From an optimization exercise on the open Yosys and OpenROAD flow, aimed at small area, a short achievable clock period and few clock cycles; shortcuts taken in it are not production practice.
Only simulation tests tie the RTL to the original design; equivalence was not proved.
No activity file was given, so power comes from the tool's default toggle rates.

==> design.v <==
`default_nettype none
module mp_seq_core #(
  parameter int DATA_W     = 32,
  parameter int DATA_DEPTH = 16,
  parameter int INST_DEPTH = 16
) (
  input  wire logic          clk,
  input  wire logic          rst,
  input  wire logic          bus_sel,
  input  wire logic          bus_wr,
  input  wire logic [15:0]   bus_addr,
  input  wire logic [31:0]   bus_din,
  output logic [DATA_W-1:0]  bus_dout,
  output logic               o_interrupt_out
);
  localparam int c_da_w  = $clog2(DATA_DEPTH);
  localparam int c_ia_w  = $clog2(INST_DEPTH);
  localparam int c_cnt_w = $clog2(DATA_W);
  localparam logic [3:0] c_op_nop  = 4'h0;
  localparam logic [3:0] c_op_add  = 4'h1;
  localparam logic [3:0] c_op_sub  = 4'h2;
  localparam logic [3:0] c_op_and  = 4'h3;
  localparam logic [3:0] c_op_or   = 4'h4;
  localparam logic [3:0] c_op_xor  = 4'h5;
  localparam logic [3:0] c_op_mul  = 4'h6;
  localparam logic [3:0] c_op_halt = 4'hF;
  typedef enum logic [2:0] {
    S_IDLE    = 3'd0,
    S_FETCH   = 3'd1,
    S_EXEC    = 3'd2,
    S_MUL_RUN = 3'd3,
    S_DONE    = 3'd4
  } state_t;
  state_t r_state;
  state_t w_state_nxt;
  logic [31:0]       r_inst [INST_DEPTH];
  logic [DATA_W-1:0] r_data [DATA_DEPTH];
  logic [c_ia_w-1:0] r_pc;
  logic [31:0]       r_ir;
  logic              r_int_en;
  logic              r_done;
  logic              r_err;
  logic              r_busy;
  logic              r_n;
  logic              r_z;
  logic [2*DATA_W-1:0] r_prod;
  logic [DATA_W-1:0]   r_mcand;
  logic [c_cnt_w-1:0]  r_mul_cnt;
  logic w_bus_wr;
  logic w_bus_rd;
  logic w_inst_hit;
  logic w_data_hit;
  logic w_start;
  logic w_status_clr;
  logic [DATA_W-1:0] w_rd_data;
  logic [3:0]        w_op;
  logic [c_da_w-1:0] w_dst;
  logic [c_da_w-1:0] w_dst_hi;
  logic [DATA_W-1:0] w_s1;
  logic [DATA_W-1:0] w_s2;
  logic [DATA_W-1:0] w_alu_res;
  logic              w_pc_last;
  logic [DATA_W:0]     w_mul_sum;
  logic [2*DATA_W-1:0] w_prod_nxt;
  logic                w_mul_last;
  logic w_fetch;
  logic w_alu_wr;
  logic w_mul_load;
  logic w_mul_step;
  logic w_mul_wr;
  logic w_pc_inc;
  logic w_err_set;
  logic w_done_set;
  logic w_unused_ok;
  assign w_bus_wr   = bus_sel & bus_wr;
  assign w_bus_rd   = bus_sel & ~bus_wr;
  assign w_inst_hit = (bus_addr[15:8] == 8'h01) && ((bus_addr[7:0] >> c_ia_w) == 8'd0);
  assign w_data_hit = (bus_addr[15:8] == 8'h02) && ((bus_addr[7:0] >> c_da_w) == 8'd0);
  assign w_start      = w_bus_wr && (bus_addr == 16'h0000) && bus_din[0] && !r_busy
                        && (r_state == S_IDLE);
  assign w_status_clr = w_bus_wr && (bus_addr == 16'h0002) && bus_din[0];
  always_comb begin
    w_rd_data = '0;
    if (bus_addr == 16'h0001) begin
      w_rd_data = DATA_W'(r_int_en);
    end else if (bus_addr == 16'h0002) begin
      w_rd_data = DATA_W'({r_n, r_z, r_err, r_busy, r_done});
    end else if (bus_addr == 16'h0003) begin
      w_rd_data = DATA_W'(r_pc);
    end else if (w_inst_hit) begin
      w_rd_data = r_inst[bus_addr[c_ia_w-1:0]][DATA_W-1:0];
    end else if (w_data_hit) begin
      w_rd_data = r_data[bus_addr[c_da_w-1:0]];
    end
  end
  assign o_interrupt_out = r_done & r_int_en;
  assign w_op      = r_ir[31:28];
  assign w_dst     = r_ir[16 +: c_da_w];
  assign w_dst_hi  = w_dst + c_da_w'(1);
  assign w_s1      = r_data[r_ir[8 +: c_da_w]];
  assign w_s2      = r_data[r_ir[0 +: c_da_w]];
  assign w_pc_last = (r_pc == c_ia_w'(INST_DEPTH - 1));
  always_comb begin
    w_alu_res = '0;
    case (w_op)
      c_op_add: w_alu_res = w_s1 + w_s2;
      c_op_sub: w_alu_res = w_s1 - w_s2;
      c_op_and: w_alu_res = w_s1 & w_s2;
      c_op_or:  w_alu_res = w_s1 | w_s2;
      c_op_xor: w_alu_res = w_s1 ^ w_s2;
      default:  w_alu_res = '0;
    endcase
  end
  assign w_mul_sum  = {1'b0, r_prod[2*DATA_W-1:DATA_W]}
                    + {1'b0, (r_prod[0] ? r_mcand : {DATA_W{1'b0}})};
  assign w_prod_nxt = {w_mul_sum, r_prod[DATA_W-1:1]};
  assign w_mul_last = (r_mul_cnt == c_cnt_w'(DATA_W - 1));
  always_ff @(posedge clk or posedge rst) begin
    if (rst) begin
      r_state <= S_IDLE;
    end else begin
      r_state <= w_state_nxt;
    end
  end
  always_comb begin
    w_state_nxt = r_state;
    w_fetch     = 1'b0;
    w_alu_wr    = 1'b0;
    w_mul_load  = 1'b0;
    w_mul_step  = 1'b0;
    w_mul_wr    = 1'b0;
    w_pc_inc    = 1'b0;
    w_err_set   = 1'b0;
    w_done_set  = 1'b0;
    case (r_state)
      S_IDLE: begin
        if (w_start) begin
          w_state_nxt = S_FETCH;
        end
      end
      S_FETCH: begin
        w_fetch     = 1'b1;
        w_state_nxt = S_EXEC;
      end
      S_EXEC: begin
        case (w_op)
          c_op_nop, c_op_add, c_op_sub, c_op_and, c_op_or, c_op_xor: begin
            w_alu_wr    = (w_op != c_op_nop);
            w_pc_inc    = 1'b1;
            w_state_nxt = w_pc_last ? S_DONE : S_FETCH;
          end
          c_op_mul: begin
            w_mul_load  = 1'b1;
            w_state_nxt = S_MUL_RUN;
          end
          c_op_halt: begin
            w_state_nxt = S_DONE;
          end
          default: begin
            w_err_set   = 1'b1;
            w_state_nxt = S_DONE;
          end
        endcase
      end
      S_MUL_RUN: begin
        w_mul_step = 1'b1;
        if (w_mul_last) begin
          w_mul_wr    = 1'b1;
          w_pc_inc    = 1'b1;
          w_state_nxt = w_pc_last ? S_DONE : S_FETCH;
        end
      end
      S_DONE: begin
        w_done_set  = 1'b1;
        w_state_nxt = S_IDLE;
      end
      default: begin
        w_state_nxt = S_IDLE;
      end
    endcase
  end
  always_ff @(posedge clk or posedge rst) begin
    if (rst) begin
      for (int i = 0; i < INST_DEPTH; i++) begin
        r_inst[i] <= '0;
      end
      for (int i = 0; i < DATA_DEPTH; i++) begin
        r_data[i] <= '0;
      end
      r_pc      <= '0;
      r_ir      <= '0;
      r_int_en  <= 1'b0;
      r_done    <= 1'b0;
      r_err     <= 1'b0;
      r_busy    <= 1'b0;
      r_n       <= 1'b0;
      r_z       <= 1'b0;
      r_prod    <= '0;
      r_mcand   <= '0;
      r_mul_cnt <= '0;
      bus_dout  <= '0;
    end else begin
      if (w_bus_rd) begin
        bus_dout <= w_rd_data;
      end
      if (w_bus_wr && (bus_addr == 16'h0001)) begin
        r_int_en <= bus_din[0];
      end
      if (w_bus_wr && !r_busy && w_inst_hit) begin
        r_inst[bus_addr[c_ia_w-1:0]] <= bus_din;
      end
      if (w_bus_wr && !r_busy && w_data_hit) begin
        r_data[bus_addr[c_da_w-1:0]] <= bus_din[DATA_W-1:0];
      end
      if (w_status_clr) begin
        r_done <= 1'b0;
        r_err  <= 1'b0;
      end
      if (w_done_set) begin
        r_done <= 1'b1;
      end
      if (w_err_set) begin
        r_err <= 1'b1;
      end
      if (w_start) begin
        r_busy <= 1'b1;
        r_pc   <= '0;
      end else if (w_done_set) begin
        r_busy <= 1'b0;
      end
      if (w_pc_inc) begin
        r_pc <= r_pc + c_ia_w'(1);
      end
      if (w_fetch) begin
        r_ir <= r_inst[r_pc];
      end
      if (w_alu_wr) begin
        r_data[w_dst] <= w_alu_res;
        r_n           <= w_alu_res[DATA_W-1];
        r_z           <= (w_alu_res == '0);
      end
      if (w_mul_load) begin
        r_mcand   <= w_s1;
        r_prod    <= {{DATA_W{1'b0}}, w_s2};
        r_mul_cnt <= '0;
      end else if (w_mul_step) begin
        r_prod    <= w_prod_nxt;
        r_mul_cnt <= r_mul_cnt + c_cnt_w'(1);
      end
      if (w_mul_wr) begin
        r_data[w_dst]    <= w_prod_nxt[DATA_W-1:0];
        r_data[w_dst_hi] <= w_prod_nxt[2*DATA_W-1:DATA_W];
        r_n              <= w_prod_nxt[2*DATA_W-1];
        r_z              <= (w_prod_nxt == '0);
      end
    end
  end
  assign w_unused_ok = ^{r_ir, bus_din};
endmodule
`default_nettype wire
==> run.sh <==
#!/bin/bash
# synth_recipe.tcl (not shown) runs the flow's synth.tcl, then flattens the netlist and writes it again
# the make line also repeats each setting of config.mk as NAME=value (left out here)
make -C /OpenROAD-flow-scripts/flow DESIGN_CONFIG=/design/flow/config.mk WORK_HOME=/design/flow/orfs CLKGATE_MAP_FILE= SYNTH_SCRIPT=/design/flow/synth_recipe.tcl finish
==> config.mk <==
export PLATFORM = sky130hd
export DESIGN_NAME = mp_seq_core
export DESIGN_NICKNAME = mp_seq_core
export VERILOG_FILES = /design/flow/design.v
export SDC_FILE = /design/flow/constraint.sdc
export NUM_CORES = 4
export LEC_CHECK = 0
export CAP_MARGIN = 20
export CORE_MARGIN = 2
export CORE_UTILIZATION = 25
export GPL_ROUTABILITY_DRIVEN = 1
export PLACE_DENSITY = 0.35
export SLEW_MARGIN = 20
==> constraint.sdc <==
create_clock -name core_clock -period 9.0 [get_ports {clk}]
set_input_delay 1.8000 -clock core_clock [delete_from_list [all_inputs] [get_ports {clk}]]
set_output_delay 1.8000 -clock core_clock [all_outputs]
set_load 0.01 [all_outputs]
==> results by group <==
GRT
  • Number of global-route vias before repair: around 87000
  • Pin count of the biggest net entering global routing: 200
  • First-pass GRT wire length: 806000 µm
  • Initial antenna violation count: 68
  • Gr ovfl total: 0
  • Total GRT Usage: 0.337

Clocking
  • Max H-tree Level: 4
  • Worst skew pair latency: 0.91 ns
  • Total CTS buffers: around 170
  • Worst-path clk slew: 0.07 ns
  • CTS tree: built
  • Clock Tree Buf Depth: 4
  • # clock sinks: 1186
  • PostCTS Resize Cnt: 0
  • Hold-fix buffers, CTS: 0
  • Root buf cell: clkbuf_16
  • Post-CTS Setup Inserts: 0

Timing
  • Final Hold Viols: 0
  • Final setup TNS: 0 ns
  • Max Fclk: between 100 and 150 MHz
  • Worst slew margin: 0.104
  • Worst Tran Pin Value: between 1 and 1.5 ns
  • Min Hold Slack: 0.469 ns
  • RSZ-0062 raised after global routing: no
  • Min Tclk post-route: 8.30 ns
  • Setup violations, final: 0
  • Clk_skew: 0.0490 ns
  • Period utilisation layout: 0.923
  • Post-route setup slack: 0.696 ns
  • Max Slew Vio Count: 0

Routing
  • Antenna Nets Post-Route: 0
  • TritonRoute pass-1 iters: 8
  • Drc violations: 0
  • Via/cell ratio: 6.44
  • DR top layer: met5
  • Final wirelength: just over 600000 µm
  • Met2 WL: 260000 µm
  • Vias: a little over 90000
  • Wire per inst: 42.6 µm
  • Initial DRC count: 13000
  • Met3 wire length: 63000 µm
  • Wire length on met1: 246000 µm

Logic synthesis
  • Ys async rst share: 1.00
  • Post-synthesis sequential area ratio: 0.349
  • YS warnings: 3
  • Syn Inst Count: ~9900
  • Number of flops mapped to enable cells by yosys: 0
  • Main synth FF type: dfrtp_1
  • Yosys top cell by area: dfrtp_1
  • Synth top area share: 0.349
  • Cell Area, Synth: 85000 µm²
  • Synth Net Count: 10100
  • Avg Cell Area, Syn: 8.55 µm²
  • Synth cell types: just under 90
  • Post-synthesis register bit count: 1186
  • Top post-synthesis cells by area: dfrtp_1 (35%), mux2_2 (8.8%), mux2i_1 (6.8%)

Job
  • Max-Cap Viols: 0

Critical path
  • Type of the worst setup path: flop to flop
  • Critical Path RT: ~9.8 ns
  • Register-to-Register Setup Slack: 0.70 ns
  • Worst R2R End: r_data[15][29]
  • Crit path launch: r_ir[0]
  • Worst Path Arrival: around 9 ns
  • CP Launch Type: flop
  • Crit end category: flop
  • Launching point of the worst reg2reg path: r_ir[0]
  • Worst Path Max Fanout: 28
  • Reg2Reg Depth: 24

Hold path
  • Worst Hold Class: flop to flop
  • Sink of the worst hold path: r_mcand[18]
  • Worst Hold Depth: 2
  • Hold_sp: r_mcand[18]

Final layout
  • Commonest non-fill, non-tap cell in the layout: dfrtp_1
  • Fraction of layout cells with a size suffix above 1: 0.169
  • Commonest non-fill, non-tap cells in the layout: dfrtp_1 (1180), a21oi_1 (957), nand2_1 (835)
  • Layout fillers: 35800
  • Post-route cell area: 97900 µm²
  • Area Overhead vs Synth: 15.1%
  • Total Nets Final: 9684
  • Post-layout util: 0.289
  • Final non-filler cell total: approximately 14000

Placed design
  • Post-place setup slack: 1.02 ns
  • Port Buffers: 84
  • Final weighted congestion of routability-driven global placement: 1.00
  • DP HPWL: roughly 390000 µm
  • Placed cell area: between 90000 and 100000 µm²
  • Placed Cells: 13900

Pwr
  • Pleak: 38.7 nW
  • Worst vdd ir: 0.300 mV
  • Final Total Pwr: 33.2 mW
  • Power per cell area: 339 nW/µm²

Status
  • Status: finished clean

Floorplan
  • Initial Util: 0.251
  • Total core area: 339000 µm²
  • Ports: between 80 and 90
  • # rows: 214
  • Die height: 587 µm
  • Full die area: 345000 µm²
  • Die X: 587 µm
## kinds of logic (layout without fill, tap and decap cells)
family,Yosys count,after routing,synth area share
xor gates and xnor gates,81,81,0.00834
adders and majority gates,136,136,0.0202
buffers and inverters,1233,915,0.0564
DFF,1186,1186,0.349
other,0,28,0
muxes,1249,1249,0.157
and+or+nand+nor,2409,2409,0.128
AOI/OAI and AO/OA,3650,3650,0.281
## where the power goes
group	total (mW)	switching, mW	internal (mW)
clock network	7.29	2.97	4.31
registers	8.37	2.22	6.15
logic	17.5	12.5	4.99
## layout make-up
type	instances	area, µm²	area share
Antenna cell	28	70.1	0.000715
Clock buffer	252	5040	0.0514
Clock inverter	49	687	0.00701
Inverter	94	357	0.00364
Multi-Input combinational cell	7525	51800	0.529
Sequential cell	1186	29700	0.303
Tap cell	4536	5680	0.0580
Timing Repair Buffer	520	4640	0.0474
## critical path, stage by stage (launching register included)
cell and delay (ns):
dfrtp_4 0.77, buf_4 0.48, nor2b_1 0.99, o21ai_0 0.23, o2111a_1 0.22, a31oi_1 0.87, inv_1 0.40, nand4_1 0.24
nor3_4 0.07, nand2_1 0.22, o21ai_0 0.13, xnor2_1 0.18, ha_1 0.40, and2_0 0.31, nand3_1 0.12, a211o_1 0.28
and2_1 0.20, a311oi_1 0.36, o21bai_1 0.15, a21boi_0 0.26, o21ai_0 0.17, a31oi_2 0.22, buf_4 0.35, nand3_1 0.14
a31o_2 0.30
## Yosys cell counts (48+ instances only)
cell	n
o21ai_0	674
buf_2	48
o221ai_1	77
dfrtp_1	1186
mux2_2	665
clkbuf_1	925
nand3_1	289
nand2_1	881
xnor2_1	58
and2_1	65
o211ai_1	107
a21oi_1	960
buf_1	146
mux2i_1	576
inv_1	92
a221oi_1	124
ha_1	134
a31oi_1	56
nand4_1	168
a22oi_1	694
nor2_1	706
a22o_1	152
nor3_1	68
o22ai_1	65
a211oi_1	501
## registers in the layout (all words and copies together), names as in the netlist, 3 cells and up
register / cells
r_pc: 4
r_prod: 64
r_mcand: 32
r_state: 3
r_data: 512
r_inst: 512
r_mul_cnt: 5
r_ir: 16
bus_dout: 32
## worst max path at each step
| stage | slack (ns) | to |
|---|---|---|
| floorplan | -9.18 | bus_dout[0] |
| global placement | 1.07 | r_data[15][24] |
| detailed placement | 1.02 | r_data[4][24] |
| CTS | 0.96 | r_data[4][24] |
| global route | 0.66 | r_data[15][29] |
| finish | 0.70 | r_data[15][29] |
## layer usage
layer  track usage  vias up
met3         0.101     1661
met4         0.175       26
met2         0.508     6307
li1              -    36500
met5             0        -
met1         0.432    47000
Testbench counts, summed over its fixed seeds: cycles 74,951.

## static timing again, ports no longer ideal
In the flow no input, the clock included, has a driving cell. The finished layout below was timed again as built, in two steps. Step 1: set_driving_cell puts a clkbuf_16 on clk and a buf_2 on each other input, an assumption about the parent block. Step 2 times the ports against the registers' clock, not the clock port: input delays grow and output delays shrink by t, the midpoint of the rising clock arrivals with the driver on. Three values: no drivers, after step 1, after step 2; two values: the first two.
t, ns: 0.987
setup WS [ns]: 0.696 / 0.696 / 0.696
hold WS [ns]: 0.469 / 0.469 / 0.469
clock arrival spread, ns: 0.062 / 0.062
After both steps setup and hold are still met in this run. The setup slack of this run moves by 0.000 ns with the drivers and by 0.000 ns with both steps.
